Source: an optimization exercise on an open RTL-to-GDS flow (aim: small area). Production flows keep margins and buffers that such runs may drop. Only simulation tests tie the RTL to the original design; equivalence was not proved. Power is estimated from default activity; no workload was simulated.

==> flow/design.v <==
`timescale 1ns/10ps
module udp_echo_top (
    input  logic        clk,
    input  logic        reset,
    input  logic        miso,
    output logic        sck,
    output logic        mosi,
    output logic        ssel_n,
    input  logic [63:0] tx_data,
    output logic [63:0] rx_data,
    output logic        pkg_timeout
);
    localparam logic [31:0] msg_id = 32'h7469_7277;
    localparam logic [3:0] s_init = 4'd0, s_idle = 4'd2, s_rsr = 4'd3,
        s_pull = 4'd4, s_rd_lo = 4'd5, s_rd_hi = 4'd6, s_recv = 4'd7, s_dest = 4'd8,
        s_push = 4'd9, s_wr_lo = 4'd10, s_wr_hi = 4'd11, s_send = 4'd12,
        s_rd_lo_g = 4'd13, s_rd_hi_g = 4'd14, s_recv_g = 4'd15;
    localparam logic [32*32-1:0] init_rom = {32'h00030800, 32'h00110C56, 32'h00100C09, 32'h000F0C02, 32'h000E0C0A, 32'h000D0CA8, 32'h000C0CC0, 32'h00010C01, 32'h00050C56, 32'h00040C09, 32'h001F0C10, 32'h001E0C10, 32'h00000C02, 32'h00080400, 32'h000704FF, 32'h000604FF, 32'h000504FF, 32'h00040401, 32'h0003040A, 32'h000204A8, 32'h000104C0, 32'h001204C1, 32'h0011040A, 32'h001004A8, 32'h000F04C0, 32'h000E041C, 32'h000D04E3, 32'h000C04CC, 32'h000B04FA, 32'h000A04AF, 32'h000904AA, 32'h002E04D8};
    logic [3:0] state;
    logic [4:0] sub;
    logic [15:0] rd_ptr;
    logic [15:3] wr_ptr;
    logic [7:0] bit_cnt;
    localparam logic [63:0] chain_inv = {32{2'b10}};
    logic [63:0] chain_s;
    logic [63:0] chain;
    logic [47:0] peer_s;
    logic [47:0] peer;
    logic [31:0] rx_low;
    logic rx_valid;
    logic active;
    logic is_pull;
    logic is_push;
    logic is_cmd;
    logic last;
    logic issue;
    logic begin_frame;
    logic done;
    logic ready;
    logic shift_en;
    logic rx_acc;
    logic commit;
    logic peer_load;
    logic [7:0] read_byte;
    logic size_ok;
    logic [31:0] cmdv;
    logic cmd_bit;
    logic [7:0] peer_byte;
    logic use_var;
    logic var_hi;
    logic [7:0] var_byte;
    logic [7:0] wr_lo_byte;
    assign active = !ssel_n;
    assign is_pull = (state == s_pull);
    assign is_push = (state == s_push);
    assign is_cmd = !is_pull && !is_push;
    assign last = is_pull ? (bit_cnt == 8'd152) : is_push ? (bit_cnt == 8'd88) : (bit_cnt == 8'd32);
    assign ready = !active && bit_cnt[1:0] == 2'd0;
    assign issue = ready && state != s_idle;
    assign begin_frame = !active && bit_cnt[1];
    assign done = !active && bit_cnt[0];
    assign rx_acc = (state == s_idle) && sub == 5'd31;
    assign commit = issue && state == s_rd_lo_g;
    assign chain = chain_s ^ chain_inv;
    assign peer = peer_s ^ chain_inv[63:16];
    assign read_byte = chain[7:0];
    assign size_ok = (read_byte == 8'd16);
    assign cmd_bit = use_var ? var_byte[~bit_cnt[2:0]] : cmdv[~bit_cnt[4:0]];
    assign mosi = active && !last &&
                  ((is_cmd || bit_cnt < 8'd24) ? cmd_bit : (is_push && chain[63]));
    assign shift_en = active && !last &&
                      (is_push ? (sck && bit_cnt >= 8'd24) :
                       (!sck && !(is_pull && bit_cnt >= 8'd88 && bit_cnt < 8'd120)));
    assign peer_load = active && is_pull && bit_cnt == 8'd120 && !sck && sub[0];
    always_comb begin
        case (sub[2:0])
            3'd1: peer_byte = peer[47:40];
            3'd2: peer_byte = peer[39:32];
            3'd3: peer_byte = peer[31:24];
            3'd4: peer_byte = peer[23:16];
            3'd5: peer_byte = peer[15:8];
            default: peer_byte = peer[7:0];
        endcase
    end
    assign wr_lo_byte = {wr_ptr[7:3], 3'd0};
    assign var_hi = (is_pull || is_push) ? !bit_cnt[3] : (state == s_rd_hi || state == s_rd_hi_g || state == s_wr_hi);
    always_comb begin
        case (state)
            s_pull, s_rd_lo, s_rd_hi, s_rd_lo_g, s_rd_hi_g: var_byte = var_hi ? rd_ptr[15:8] : rd_ptr[7:0];
            s_push, s_wr_lo, s_wr_hi: var_byte = var_hi ? wr_ptr[15:8] : wr_lo_byte;
            default: var_byte = peer_byte;
        endcase
    end
    always_comb begin
        case (state)
            s_pull, s_push: use_var = !bit_cnt[4];
            s_rd_lo, s_rd_hi, s_rd_lo_g, s_rd_hi_g, s_wr_lo, s_wr_hi: use_var = bit_cnt[4] && bit_cnt[3];
            s_dest: use_var = rx_valid && bit_cnt[4] && bit_cnt[3];
            default: use_var = 1'b0;
        endcase
    end
    always_comb begin
        case (state)
            s_init, s_dest: cmdv = init_rom[32 * sub +: 32];
            s_rsr: cmdv = 32'h0027_0800;
            s_pull: cmdv = 32'h0000_1800;
            s_rd_lo, s_rd_lo_g: cmdv = 32'h0029_0C00;
            s_rd_hi, s_rd_hi_g: cmdv = 32'h0028_0C00;
            s_recv, s_recv_g: cmdv = 32'h0001_0C40;
            s_push: cmdv = 32'h0000_1400;
            s_wr_lo: cmdv = 32'h0025_0C00;
            s_wr_hi: cmdv = 32'h0024_0C00;
            default: cmdv = 32'h0001_0C20;
        endcase
    end
    always_ff @(posedge clk) begin
        if (reset) begin
            ssel_n <= 1'b1;
            sck <= 1'b0;
            bit_cnt <= '0;
        end else if (begin_frame) begin
            ssel_n <= 1'b0;
            sck <= 1'b0;
            bit_cnt <= '0;
        end else if (active) begin
            if (last) begin
                ssel_n <= 1'b1;
                bit_cnt <= bit_cnt + 8'd1;
            end else if (!sck) begin
                sck <= 1'b1;
            end else begin
                sck <= 1'b0;
                bit_cnt <= bit_cnt + 8'd1;
            end
        end else if (done) begin
            bit_cnt <= '0;
        end else if (issue) begin
            bit_cnt <= 8'd2;
        end
    end
    always_ff @(posedge clk) begin
        if (issue) begin
            chain_s <= tx_data ^ chain_inv;
        end else if (shift_en) begin
            chain_s <= {~chain_s[62:0], miso};
        end
    end
    always_ff @(posedge clk) begin
        if (reset) begin
            state <= s_init;
            sub <= '0;
            rd_ptr <= '0;
            wr_ptr <= '0;
        end else if (active) begin
            if (!sck && is_pull && bit_cnt >= 8'd88 && bit_cnt < 8'd120) begin
                sub[0] <= sub[0] && (miso == msg_id[5'd23 - bit_cnt[4:0]]);
            end
        end else if (done) begin
            case (state)
                s_init: begin
                    if (sub != 5'd31 || read_byte == 8'h22) sub <= sub + 5'd1;
                    if (sub == 5'd31 && read_byte == 8'h22) state <= s_idle;
                end
                s_rsr: begin
                    if (read_byte == 8'd0) begin
                        state <= s_idle;
                    end else if (size_ok) begin
                        state <= s_pull;
                    end else begin
                        rd_ptr <= rd_ptr + {8'd0, read_byte};
                        state <= s_rd_lo;
                    end
                end
                s_pull: begin
                    rd_ptr <= rd_ptr + 16'd16;
                    state <= s_rd_lo_g;
                end
                s_rd_lo: state <= s_rd_hi;
                s_rd_hi: state <= s_recv;
                s_rd_lo_g: state <= s_rd_hi_g;
                s_rd_hi_g: state <= s_recv_g;
                s_recv: state <= s_idle;
                s_recv_g: begin
                    sub <= 5'd25;
                    state <= s_dest;
                end
                s_dest: begin
                    sub <= sub + 5'd1;
                    if (sub == 5'd30) state <= s_idle;
                end
                s_push: begin
                    wr_ptr <= wr_ptr + 13'd1;
                    state <= s_wr_lo;
                end
                s_wr_lo: state <= s_wr_hi;
                s_wr_hi: state <= s_send;
                default: state <= s_idle;
            endcase
        end else if (state == s_idle) begin
            if (rx_acc) begin
                sub <= 5'd30;
            end else if (sub == 5'd30) begin
                sub <= 5'd1;
                state <= s_push;
            end else if (sub == 5'd10) begin
                sub <= '0;
                state <= s_rsr;
            end else begin
                sub <= sub + 5'd1;
            end
        end else if (issue && is_pull) begin
            sub <= 5'd1;
        end
    end
    always_ff @(posedge clk) begin
        if (peer_load) peer_s <= chain_s[63:16];
    end
    always_ff @(posedge clk) begin
        if (reset) begin
            rx_valid <= 1'b0;
            rx_low <= '0;
        end else if (commit && sub[0]) begin
            rx_valid <= 1'b1;
            rx_low <= chain[31:0];
        end
    end
    assign rx_data = {rx_valid ? msg_id : 32'd0, rx_low};
    localparam logic [22:0] lfsr_at_timeout = 23'h30F84F;
    localparam logic [22:0] lfsr_inv = {1'b0, {11{2'b10}}};
    logic [22:0] lfsr_s;
    logic [22:0] lfsr;
    assign lfsr = lfsr_s ^ lfsr_inv;
    always_ff @(posedge clk) begin
        if (reset || rx_acc) begin
            lfsr_s <= lfsr_inv;
            pkg_timeout <= 1'b0;
        end else begin
            lfsr_s <= {lfsr[21:0], ~(lfsr[22] ^ lfsr[17])} ^ lfsr_inv;
            if (lfsr == lfsr_at_timeout) pkg_timeout <= 1'b1;
        end
    end
endmodule
==> flow/flow/run.sh <==
#!/bin/bash
# Own layout flow: the standard flow (standard.sh) with an area-oriented ABC
# script, a clock tree without dummy loads, and small port buffers.
set -euo pipefail
WORK=$(pwd)
# A copy of ORFS's scripts whose only change is the ABC mapping script
rm -rf "$WORK/scripts_mod"
cp -r "$FLOW_HOME/scripts" "$WORK/scripts_mod"
cp "$WORK/flow/abc.script" "$WORK/scripts_mod/abc_speed.script"
export SCRIPTS_DIR="$WORK/scripts_mod"
export CTS_ARGS="-sink_clustering_enable -repair_clock_nets -dont_use_dummy_load -buf_list sky130_fd_sc_hd__clkbuf_8 -sink_clustering_size 14 -sink_clustering_max_diameter 70"
export BUFFER_PORTS_ARGS="-buffer_cell sky130_fd_sc_hd__buf_1"
export SKIP_REPAIR_TIE_FANOUT=1
bash standard.sh > "$WORK/standard_flow.log" 2>&1
==> flow/flow/README.md <==
Own flow: bench's standard flow (standard.sh, standard synthesis and layout) with
- an area-oriented ABC script (abc.script) in place of ORFS's abc_speed.script,
- clock tree synthesis without dummy loads, with clkbuf_8 clusters,
- port buffers of sky130_fd_sc_hd__buf_1 (every input and output still gets one),
- a single tie cell for the constant outputs (SKIP_REPAIR_TIE_FANOUT).
make's output goes to standard_flow.log; each ORFS step logs under orfs/logs/.
==> flow/flow/abc.script <==
strash
&get -n
&fraig -x
&put
scorr
dc2
strash
&get -n
&deepsyn -T 60
&dch -f
&nf -R 1000
&put
==> flow/standard.sh <==
#!/bin/bash
# synth_recipe.tcl (not shown) runs the flow's synth.tcl, then flattens the netlist and writes it again
# the make line also repeats each setting of config.mk as NAME=value (left out here)
make -C /OpenROAD-flow-scripts/flow DESIGN_CONFIG=/design/flow/config.mk WORK_HOME=/design/flow/orfs CLKGATE_MAP_FILE= SYNTH_SCRIPT=/design/flow/synth_recipe.tcl "${@:-finish}"
==> flow/config.mk <==
export PLATFORM = sky130hd
export DESIGN_NAME = udp_echo_top
export DESIGN_NICKNAME = udp_echo_top
export VERILOG_FILES = /design/flow/design.v
export SDC_FILE = /design/flow/constraint.sdc
export NUM_CORES = 4
export LEC_CHECK = 0
export CAP_MARGIN = 20
export CORE_MARGIN = 2
export CORE_UTILIZATION = 55
export PLACE_DENSITY = 0.65
export SLEW_MARGIN = 20
==> flow/constraint.sdc <==
create_clock -name core_clock -period 5.0 [get_ports {clk}]
set_input_delay 1.0000 -clock core_clock [delete_from_list [all_inputs] [get_ports {clk}]]
set_output_delay 1.0000 -clock core_clock [all_outputs]
set_load 0.01 [all_outputs]
==> run_results.csv, run 1 <==
group,metric,value,unit
global_route,grt_antenna_before_repair,0,
placement,dpl.cell_count,1264,
clocking,cts_buffers,20,
yosys,yosys.area_share.adder,0.0341,
global_route,grt_overflow,0,
sta,tns,0,ns
critical_path,timing.rr.start,"bit_cnt[1]",
yosys,synth_top_cell_by_area,"edfxtp_1",
yosys,yosys_warnings,1,
global_route,grt_use_met2,0.429,
outcome,status,"complete, no violations",
finish,nets,1157,
yosys,ys_seq_elements,217,
power,p_per_area,444,nW/µm²
clocking,hold_buffers,0,
placement,port_buffers,120,
sta,min_period,4.77,ns
placement,hpwl,18800,µm
clocking,root_buffer,"clkbuf_8",
detailed_routing,ant_nets,0,
critical_path,crit_slowest_cell,"dfxtp_2",
sta,fin_skew,0.0314,ns
yosys,synthArstFlopShare,0,
yosys,ys_seq_area_frac,0.560,
clocking,clk_pin_slew_worst_paths,0.08,ns
global_route,grt_busiest_layer,"met2",
critical_path,cp.arrival,3.77,ns
detailed_routing,vias,7870,
die,io-pin-count,135,
critical_path,crit_path_max_incr_delay,0.47,ns
yosys,synth.avg_cell_area,10.5,µm²
critical_path,critPathRequiredTime,4.00,ns
critical_path,worstPathCellList,"clkinv_1, ha_1, nand2_1, o22ai_1, nor3_1, o21ai_0, a2111oi_0, a31oi_1, o21ai_0, nor3_1, o311ai_2, o21ai_0, and2_0, buf_1",
yosys,synth_cell_types,58,
critical_path,cpMostUsedCell,"o21ai_0",
detailed_routing,drc_errors,0,
critical_path,startpoint_type,"flip-flop",
sta,holdWs,0.383,ns
die,die_area,18800,µm²
yosys,synthMuxAreaShare,0.0349,
sta,relSlewSlack,0.344,
run,maxCapViolCount,0,
global_route,met3_usage,0.0430,
global_route,grt_max_degree,51,
critical_path,ff2ff_path_depth,9,
global_route,grt_pass1_wl,39500,µm
global_route,grtUsageMet1,0.393,
sta,final_max_slew_viol_count,0,
clocking,clk_latency,0.51,ns
power,ir_drop,0.360,mV
power,p_leak,3.84,nW
placement,gp_congestion,0.997,
detailed_routing,wl_per_cell,20.1,µm
power,total_power,4.78,mW
finish,n_antenna_cell,0,
critical_path,cp_max_fo,13,
sta,setup_viol,0,
yosys,synth_top_family_by_area,"compound AO/OA/AOI/OAI gates",
finish,final_core_util,0.620,
yosys,synth_nets,1023,
die,die-height,137,µm
finish,synthToLayoutAreaGrowth,10.2,%
yosys,yosys_most_used_dff,"edfxtp_1",
critical_path,setup.worst_path.start,"sub[1]",
detailed_routing,first_pass_iters,6,
sta,hold_viol,0,
critical_path,r2r-end,"chain_s[37]",
global_route,grt_pass1_vias,7155,
die,coreArea,17400,µm²
detailed_routing,drt_first_iter_violations,685,
sta,tightest_slew,0.984,ns
die,start_util,0.563,
sta,rsz0062_at_grt,"false",
yosys,yosysTopAreaCellShare,0.344,
clocking,cts_buffer_depth,3,
detailed_routing,wl,25800,µm
global_route,grt_use_total,0.273,
clocking,numClockSinks,217,
sta,max_freq,209,MHz
finish,nFillCells,1450,
sta,final.period_utilization,0.955,
yosys,synth_cells,930,
finish,drive_gt1_frac,0.0518,
clocking,cts_tree,"done",
critical_path,crit_type,"reg2out",
critical_path,endpoint,"mosi",
min_path,holdCritPathClass,"reg2reg",
die,row_count,48,
yosys,synth_simple_gate_area_frac,0.150,
yosys,synth_xor_xnor_area_share,0.00897,
detailed_routing,viasPerCell,6.11,
yosys,synth_area,9760,µm²
yosys,synth_area_leaders,"edfxtp_1, dfxtp_1, nand2_1, o21ai_0, mux2i_1",
yosys,synth-edff-count,112,
finish,layout.cells.non_filler,1287,
yosys,synth_compound_gate_area_share,0.178,
clocking,h-tree-depth,1,
critical_path,crit_path_end_kind,"output pin",
critical_path,regToRegSetupSlack,1.46,ns
die,die_x,137,µm
synthesized netlist by cell type, types with 3 or more instances:
cell / instances
xnor2_1: 8
nand4_1: 5
buf_4: 32
nand2b_1: 5
nor2b_1: 10
a221oi_1: 4
edfxtp_1: 112
nor2_1: 73
and3_1: 26
a2111oi_0: 6
o21bai_1: 5
and2_0: 11
a22o_1: 24
o22ai_1: 9
o21ai_0: 81
o41ai_1: 3
a21oi_1: 61
o221ai_1: 3
nand3_1: 14
dfxtp_1: 105
a22oi_1: 5
nor4_1: 7
a31oi_1: 19
nor3_1: 41
a32oi_1: 3
o31ai_1: 4
clkinv_1: 25
a222oi_1: 8
mux2i_1: 34
o211ai_1: 5
nand2_1: 109
a311oi_1: 5
or2_0: 5
or4_1: 3
a211oi_1: 6
ha_1: 25
report_power, final:
part / switching (mW) / internal (mW)
clock: 0.543 / 0.359
sequential: 0.270 / 2.42
combinational: 0.782 / 0.405
total: 1.60 / 3.19
worst max-delay path: cells and delay by family (launching register included):
| family | cells | cell delay (ns) |
|---|---|---|
| simple gates | 4 | 0.78 |
| compound gates | 7 | 1.34 |
| buf+inv | 2 | 0.36 |
| flops | 1 | 0.47 |
| fa+ha+maj | 1 | 0.35 |
how the worst min path moves through the flow:
| stage | start | to | slack [ns] | depth (start not counted) |
|---|---|---|---|---|
| 5_1_grt | lfsr_s[6] | lfsr_s[7] | 0.40 | 1 |
| 6_report | lfsr_s[4] | lfsr_s[5] | 0.38 | 1 |
| 3_5_place_dp | lfsr_s[6] | lfsr_s[7] | 0.37 | 1 |
| 4_1_cts | lfsr_s[20] | lfsr_s[21] | 0.39 | 1 |
| 2_1_floorplan | lfsr_s[8] | lfsr_s[9] | 0.35 | 1 |
| 3_3_place_gp | lfsr_s[6] | lfsr_s[7] | 0.36 | 1 |
layout make-up:
class                   instances  area, µm²  share of cell area
flip-flops and latches        217       5470               0.508
clock buffers                  20        275              0.0256
well taps                     225        282              0.0262
repair buffers                144        632              0.0587
inverters                      25       97.6             0.00907
multi-input cells             656       4010               0.372
sequential cells by signal (all words and copies together) (netlist names), 4 cells and up:
| register | count |
|---|---|
| chain_s | 64 |
| peer_s | 48 |
| rx_low | 32 |
| lfsr_s | 23 |
| rd_ptr | 16 |
| wr_ptr | 13 |
| bit_cnt | 8 |
| sub | 5 |
| state | 4 |
through the flow:
stage	setup slack (ns)	instance area, µm²
detailed placement	0.415	10400
floorplan	0.776	9770
finish	0.225	10800
CTS	0.00819	10700
global placement	0.453	10400
global route	0.0149	10800
routing by layer:
layer  vias up  part of all wire
met5         -                 0
met4         0             0.031
met3        63             0.060
met2       299              0.46
met1      3746              0.45
li1       3762                 -
cell usage in the layout (no fill, tap or decap), types with 34 or more instances in the layout:
| cell | Yosys | layout |
|---|---|---|
| o21ai_0 | 81 | 81 |
| buf_1 | 0 | 119 |
| mux2i_1 | 34 | 34 |
| a21oi_1 | 61 | 61 |
| nor2_1 | 73 | 70 |
| nand2_1 | 109 | 109 |
| nor3_1 | 41 | 41 |
| dfxtp_1 | 105 | 103 |
| edfxtp_1 | 112 | 112 |
repair_timing:
action | in CTS | in global routing
endpoints found under the setup margin | 1 | 1
pin swaps | 0 | 0
setup buffers | 0 | 3
gates cloned | 0 | 0
resized for setup | 1 | 6
cells by family (layout without fill, tap and decap cells):
family,count (synthesis),after routing
flops,217,217
buf+inv,57,189
mux,34,34
other cells,1,1
simple gates,315,315
fa+ha+maj,26,26
xor+xnor,10,10
compound gates,270,270
==> run 2: changes to the inputs <==
--- a/flow/config.mk
+++ b/flow/config.mk
@@ -7,6 +7,5 @@
 export LEC_CHECK = 0
 export CAP_MARGIN = 20
 export CORE_MARGIN = 2
-export CORE_UTILIZATION = 55
-export PLACE_DENSITY = 0.65
+export CORE_UTILIZATION = 40
 export SLEW_MARGIN = 20
==> run 2 against run 1 <==
  * Via count increased by 1.0%
  * Non-clock buffer count is 7 higher
  * Synthesized cell count did not move
  * Sequential cell count unchanged
  * Critical path type unchanged
  * Highest routed layer unchanged
==> run_results.csv, run 2 <==
group,metric,value,unit
outcome,status,"complete, no violations",
clocking,hold_buffers,0,
placement,dpl_cell_area,10600,µm²
yosys,synth_top_cell_by_area,"edfxtp_1",
yosys,synth-edff-count,112,
clocking,clk_pin_slew_worst_paths,0.09,ns
clocking,cts_buffers,20,
run,maxCapViolCount,0,
finish,final_common_cell,"buf_1",
critical_path,crit_path_end_kind,"output pin",
sta,fin_skew,0.0343,ns
clocking,h-tree-depth,1,
sta,tightest_slew,1.04,ns
placement,gp_congestion,0.962,
sta,tns,0,ns
finish,synthToLayoutAreaGrowth,12.2,%
finish,stdcell_area,11000,µm²
placement,port_buffers,120,
detailed_routing,drt_first_iter_violations,622,
critical_path,critPathRequiredTime,4.00,ns
yosys,synth_cells,930,
detailed_routing,ant_nets,0,
sta,fin_ws,0.264,ns
die,die_x,160,µm
finish,mostFrequentLayoutCells,"buf_1, edfxtp_1, nand2_1, dfxtp_1, o21ai_0",
detailed_routing,vias,7951,
power,ir_drop,0.311,mV
yosys,synth_area_leaders,"edfxtp_1, dfxtp_1, nand2_1, o21ai_0, mux2i_1",
critical_path,r2r-end,"chain_s[46]",
min_path,hold_start,"lfsr_s[10]",
clocking,root_buffer,"clkbuf_8",
critical_path,crit_type,"reg2out",
critical_path,cp.arrival,3.74,ns
critical_path,ff2ff_path_depth,9,
yosys,ys_seq_elements,217,
critical_path,startpoint_type,"flip-flop",
clocking,cts_tree,"done",
placement,dpl.cell_count,1368,
global_route,grt_use_met2,0.339,
global_route,grt_max_degree,65,
clocking,cts_buffer_depth,3,
min_path,whs_endpoint,"lfsr_s[11]",
yosys,synth_area,9760,µm²
sta,min_period,4.74,ns
yosys,yosys_warnings,1,
clocking,clk_latency,0.53,ns
sta,setup_viol,0,
die,row_count,57,
global_route,met3_usage,0.0377,
yosys,synth_nets,1023,
placement,dp_slack,0.503,ns
critical_path,timing.rr.start,"bit_cnt[1]",
finish,drive_gt1_frac,0.0617,
yosys,synth_cell_types,58,
placement,hpwl,20000,µm
power,total_power,4.83,mW
clocking,numClockSinks,217,
finish,nets,1164,
min_path,holdCritPathClass,"reg2reg",
yosys,synth_most_common_cell,"edfxtp_1",
sta,hold_viol,0,
detailed_routing,first_pass_iters,6,
yosys,ys_seq_area_frac,0.560,
die,die-height,160,µm
finish,largest_reg_flops,64,
global_route,grt_antenna_before_repair,0,
global_route,grt_pass1_vias,7647,
critical_path,regToRegSetupSlack,1.45,ns
yosys,synth_commonest_cells,"edfxtp_1, nand2_1, dfxtp_1",
finish,reg.largest.list,"chain_s (64), peer_s (48), rx_low (32)",
critical_path,cp_max_fo,10,
detailed_routing,wl,27600,µm
global_route,grt_overflow,0,
yosys,synthArstFlopShare,0,
die,io-pin-count,135,
global_route,grt_busiest_layer,"met2",
global_route,grtUsageMet1,0.294,
power,p_per_area,441,nW/µm²
detailed_routing,wl_per_cell,19.8,µm
global_route,grt_pass1_wl,43500,µm
yosys,synth.avg_cell_area,10.5,µm²
power,p_leak,3.88,nW
min_path,whs_path_depth,1,
die,start_util,0.404,
sta,relSlewSlack,0.307,
detailed_routing,viasPerCell,5.71,
sta,final.period_utilization,0.947,
global_route,grt_use_total,0.214,
die,coreArea,24200,µm²
finish,n_antenna_cell,0,
sta,final_max_slew_viol_count,0,
finish,final_core_util,0.453,
finish,layout.cells.non_filler,1393,
yosys,yosysTopAreaCellShare,0.344,
sta,max_freq,211,MHz
finish,top_register,"chain_s",
die,die_area,25700,µm²
yosys,yosys_most_used_dff,"edfxtp_1",
detailed_routing,drc_errors,0,
sta,holdWs,0.388,ns
-- run 2: how the worst max path moves through the flow --
stage / to / slack [ns] / from
final: mosi / 0.26 / state[3]
after global routing: mosi / -0.01 / sub[0]
after CTS: mosi / 0.08 / sub[0]
after detailed placement: mosi / 0.50 / sub[0]
after global placement: mosi / 0.51 / sub[0]
after floorplan: chain_s[0] / 0.78 / bit_cnt[0]
-- run 2: layout make-up --
cell class | instances | area [µm²]
Clock buffer | 20 | 275
Tap cell | 324 | 405
Fill cell | 2335 | 13200
Inverter | 25 | 97.6
Sequential cell | 217 | 5470
Multi-Input combinational cell | 656 | 4020
Timing Repair Buffer | 151 | 688
-- run 2: cells by family (layout without fill, tap and decap cells) --
family / Yosys count / in the layout / synth area share
flip-flops: 217 / 217 / 0.560
AO/OA/AOI/OAI: 270 / 270 / 0.178
multiplexers: 34 / 34 / 0.0349
AND/OR/NAND/NOR: 315 / 315 / 0.150
buffers and inverters: 57 / 196 / 0.0342
adder cells (fa/ha/maj): 26 / 26 / 0.0341
other: 1 / 1 / 0.000384
XOR/XNOR: 10 / 10 / 0.00897
-- run 2: worst max-delay path: stages, from the launching register on --
cell and delay [ns]:
dfxtp_1 0.55, clkinv_1 0.27, nand3_1 0.35, nand2_1 0.26, a31oi_1 0.36, a21oi_1 0.12, nor4_1 0.24, nor4_1 0.09
o21ai_0 0.24, o311ai_2 0.17, buf_4 0.17, o21ai_0 0.07, and2_0 0.16, buf_1 0.16
-- run 2: repair_timing --
action | CTS | global route
pin swaps | 0 | 1
endpoints found under the hold margin | 0 | 0
gates resized for setup | 1 | 13
cloned | 0 | 0
setup endpoints to repair | 1 | 1
buffers inserted | 0 | 4
-- run 2: where the power goes --
part           internal (mW)  switching [mW]  total (mW)
Sequential              2.43           0.271        2.70
Combinational          0.405           0.801        1.21
Clock                  0.359           0.564       0.922
Total                   3.19            1.64        4.83
-- run 2: metal layers --
metal	vias to the layer above	part of all wire
li1	3770	-
met1	3798	0.44
met2	311	0.45
met3	72	0.065
met4	0	0.041
met5	-	0
==> run 3: changes to the inputs <==
--- a/flow/config.mk
+++ b/flow/config.mk
@@ -7,5 +7,7 @@
 export LEC_CHECK = 0
 export CAP_MARGIN = 20
 export CORE_MARGIN = 2
-export CORE_UTILIZATION = 40
+export CORE_UTILIZATION = 70
+export PLACE_DENSITY = 0.8
+export SETUP_SLACK_MARGIN = 0.15
 export SLEW_MARGIN = 20
==> run 3 against run 2 <==
  * First-iteration DRC count rose by 72%
  * Combinational power is essentially flat
  * Synthesized cell count is the same
  * Register-to-register slack lost 0.05 ns
  * Die area shrank 42%
  * Global-route usage up 14 points
  * Count of clock-buffer cells in the layout fell by 1
  * Critical path type unchanged
  * Critical endpoint unchanged
==> run_results.csv, run 3 <==
group,metric,value,unit
clocking,root_buffer,"clkbuf_8",
global_route,grt_pass1_vias,7637,
finish,nets,1155,
die,io-pin-count,135,
clocking,numClockSinks,217,
finish,seq_area,5470,µm²
yosys,yosysTopAreaCellShare,0.344,
finish,synthToLayoutAreaGrowth,9.44,%
critical_path,cp_max_fo,12,
sta,min_period,4.83,ns
critical_path,crit_path_max_incr_delay,0.61,ns
power,total_power,4.81,mW
sta,final.period_utilization,0.965,
clocking,cts_buffer_depth,3,
power,p_leak,3.84,nW
detailed_routing,vias,8405,
outcome,status,"complete, no violations",
die,row_count,43,
sta,fin_ws,0.173,ns
finish,mostFrequentLayoutCells,"buf_1, edfxtp_1, nand2_1, dfxtp_1, o21ai_0",
critical_path,worstPathCellList,"clkinv_1, nand2_1, or2_0, nor2_1, a2111oi_0, a21oi_1, o221ai_1, a31oi_1, o311ai_0, o21ai_0, and2_0, buf_1",
finish,reg.largest.list,"chain_s (64), peer_s (48), rx_low (32)",
sta,relSlewSlack,0.252,
critical_path,setup.worst_path.start,"state[2]",
critical_path,crit_slowest_cell,"dfxtp_1",
global_route,grt_antenna_before_repair,0,
sta,hold_viol,0,
sta,rsz0062_at_grt,"false",
yosys,synth_cells,930,
die,die-height,122,µm
yosys,synth_cell_types,58,
critical_path,crit_path_end_kind,"output pin",
run,maxCapViolCount,0,
placement,hpwl,19100,µm
placement,gp_congestion,1.08,
detailed_routing,ant_nets,0,
finish,final_common_cell,"buf_1",
yosys,synth-edff-count,112,
yosys,synth_top_cell_by_area,"edfxtp_1",
clocking,cts_tree,"done",
die,die_area,14900,µm²
critical_path,ff2ff_path_depth,8,
yosys,ys_seq_area_frac,0.560,
critical_path,startpoint_type,"flip-flop",
sta,max_freq,207,MHz
detailed_routing,wl_per_cell,21.7,µm
yosys,ys_seq_elements,217,
global_route,grt_overflow,0,
critical_path,timing.rr.start,"bit_cnt[1]",
sta,setup_viol,0,
sta,tns,0,ns
detailed_routing,drt_first_iter_violations,1070,
clocking,cts_buffers,19,
detailed_routing,viasPerCell,6.78,
detailed_routing,drc_errors,0,
finish,n_antenna_cell,0,
finish,nFillCells,887,
finish,top_register,"chain_s",
die,die_x,122,µm
global_route,grt_max_degree,95,
die,coreArea,13800,µm²
die,start_util,0.709,
finish,multi_input_area,4010,µm²
yosys,synth.avg_cell_area,10.5,µm²
placement,port_buffers,120,
clocking,clk_pin_slew_worst_paths,0.10,ns
min_path,holdCritPathClass,"reg2reg",
yosys,synth_area_leaders,"edfxtp_1, dfxtp_1, nand2_1, o21ai_0, mux2i_1",
yosys,yosys_most_used_dff,"edfxtp_1",
finish,largest_reg_flops,64,
sta,final_max_slew_viol_count,0,
critical_path,critPathRequiredTime,4.00,ns
finish,final_core_util,0.776,
global_route,grt_pass1_wl,41100,µm
yosys,synth_most_common_cell,"edfxtp_1",
finish,drive_gt1_frac,0.0500,
sta,holdWs,0.384,ns
placement,dp_slack,0.606,ns
yosys,synth_commonest_cells,"edfxtp_1, nand2_1, dfxtp_1",
yosys,synth_nets,1023,
clocking,clk_latency,0.52,ns
global_route,grt_use_total,0.357,
critical_path,regToRegSetupSlack,1.40,ns
yosys,yosys_warnings,1,
power,ir_drop,0.427,mV
detailed_routing,first_pass_iters,8,
critical_path,r2r-end,"chain_s[52]",
power,p_per_area,450,nW/µm²
yosys,synth_area,9760,µm²
yosys,synthArstFlopShare,0,
sta,fin_skew,0.0205,ns
detailed_routing,wl,26900,µm
clocking,h-tree-depth,1,
critical_path,endpoint,"mosi",
critical_path,crit_type,"reg2out",
critical_path,cp.arrival,3.83,ns
sta,tightest_slew,1.12,ns
-- run 3: timing repair --
item	CTS	global route
endpoints found under the setup margin	1	1
gates resized for setup	1	8
hold buffers	0	0
pin swaps	0	1
buffers inserted	0	3
-- run 3: worst min-delay path by stage --
stage,start,cells past startpoint,endpoint,slack [ns]
after floorplan,lfsr_s[8],1,lfsr_s[9],0.35
after global placement,lfsr_s[16],1,lfsr_s[17],0.36
after detailed placement,lfsr_s[4],1,lfsr_s[5],0.37
after CTS,lfsr_s[4],1,lfsr_s[5],0.39
after global routing,lfsr_s[4],1,lfsr_s[5],0.40
final,lfsr_s[16],1,lfsr_s[17],0.38
-- run 3: layout make-up --
type,instances,share of cell area
well taps,180,0.0211
repair buffers,143,0.0584
clock buffers,19,0.0245
multi-input cells,656,0.375
flip-flops and latches,217,0.512
inverters,25,0.00913
-- run 3: kinds of logic after synthesis --
kind of cell               synth area share
AOI/OAI and AO/OA                     0.178
adders and majority gates            0.0341
and+or+nand+nor                       0.150
xor gates and xnor gates            0.00897
DFF                                   0.560
other                              0.000384
muxes                                0.0349
buffers and inverters                0.0342
-- run 3: routing by layer --
metal  global-route usage  vias to the layer above  share of wire
met5                    0                        -              0
met1                0.480                     4005           0.39
met4                0.149                        0          0.041
met3               0.0595                       97          0.094
li1                     -                     3758              -
met2                0.580                      545           0.48
-- run 3: power by group --
group | total (mW) | switching (mW) | internal, mW
combinational | 1.21 | 0.812 | 0.394
sequential | 2.71 | 0.281 | 2.43
clock | 0.890 | 0.548 | 0.342
-- run 3: through the flow --
step,cell area (µm²),cells
final,10700,1240
after global routing,10700,1240
after CTS,10600,1237
after detailed placement,10400,1218
after global placement,10400,1218
after floorplan,9770,930
-- run 3: critical path, delay by kind of cell (launching register included) --
kind	cells	cell delay, ns
flip-flops	1	0.61
AND/OR/NAND/NOR	4	0.99
buffers and inverters	2	0.36
AO/OA/AOI/OAI	6	1.36

==> re-timing with driven ports <==
In the flow no input, the clock included, has a driving cell. The finished layouts below were timed again as built, in two steps.
Step 1 (the two cells are an assumption about what drives the block):
set clk [get_ports {clk}]
set_driving_cell -lib_cell sky130_fd_sc_hd__clkbuf_16 $clk
set_driving_cell -lib_cell sky130_fd_sc_hd__buf_2 [delete_from_list [all_inputs] $clk]
Step 2, shift: input delay + t, output delay - t, t = (earliest + latest rising clock arrival at the registers) / 2. This alone moves slack from input paths to output paths.
Slacks: ideal / step 1 / step 2; pairs: ideal / step 1.
run | t, ns | setup slack, ns | hold slack, ns | slew at the worst register clock pin (ns) | cell pins on the clock port's net
run 1 | 0.534 | 0.225 / 0.186 / 0.721 | 0.383 / 0.383 / 0.383 | 0.09 / 0.09 | 1
run 2 | 0.558 | 0.264 / 0.218 / 0.776 | 0.388 / 0.388 / 0.388 | 0.09 / 0.09 | 1
run 3 | 0.550 | 0.173 / 0.131 / 0.681 | 0.384 / 0.384 / 0.384 | 0.10 / 0.10 | 1
After both steps setup and hold are still met in every run listed.
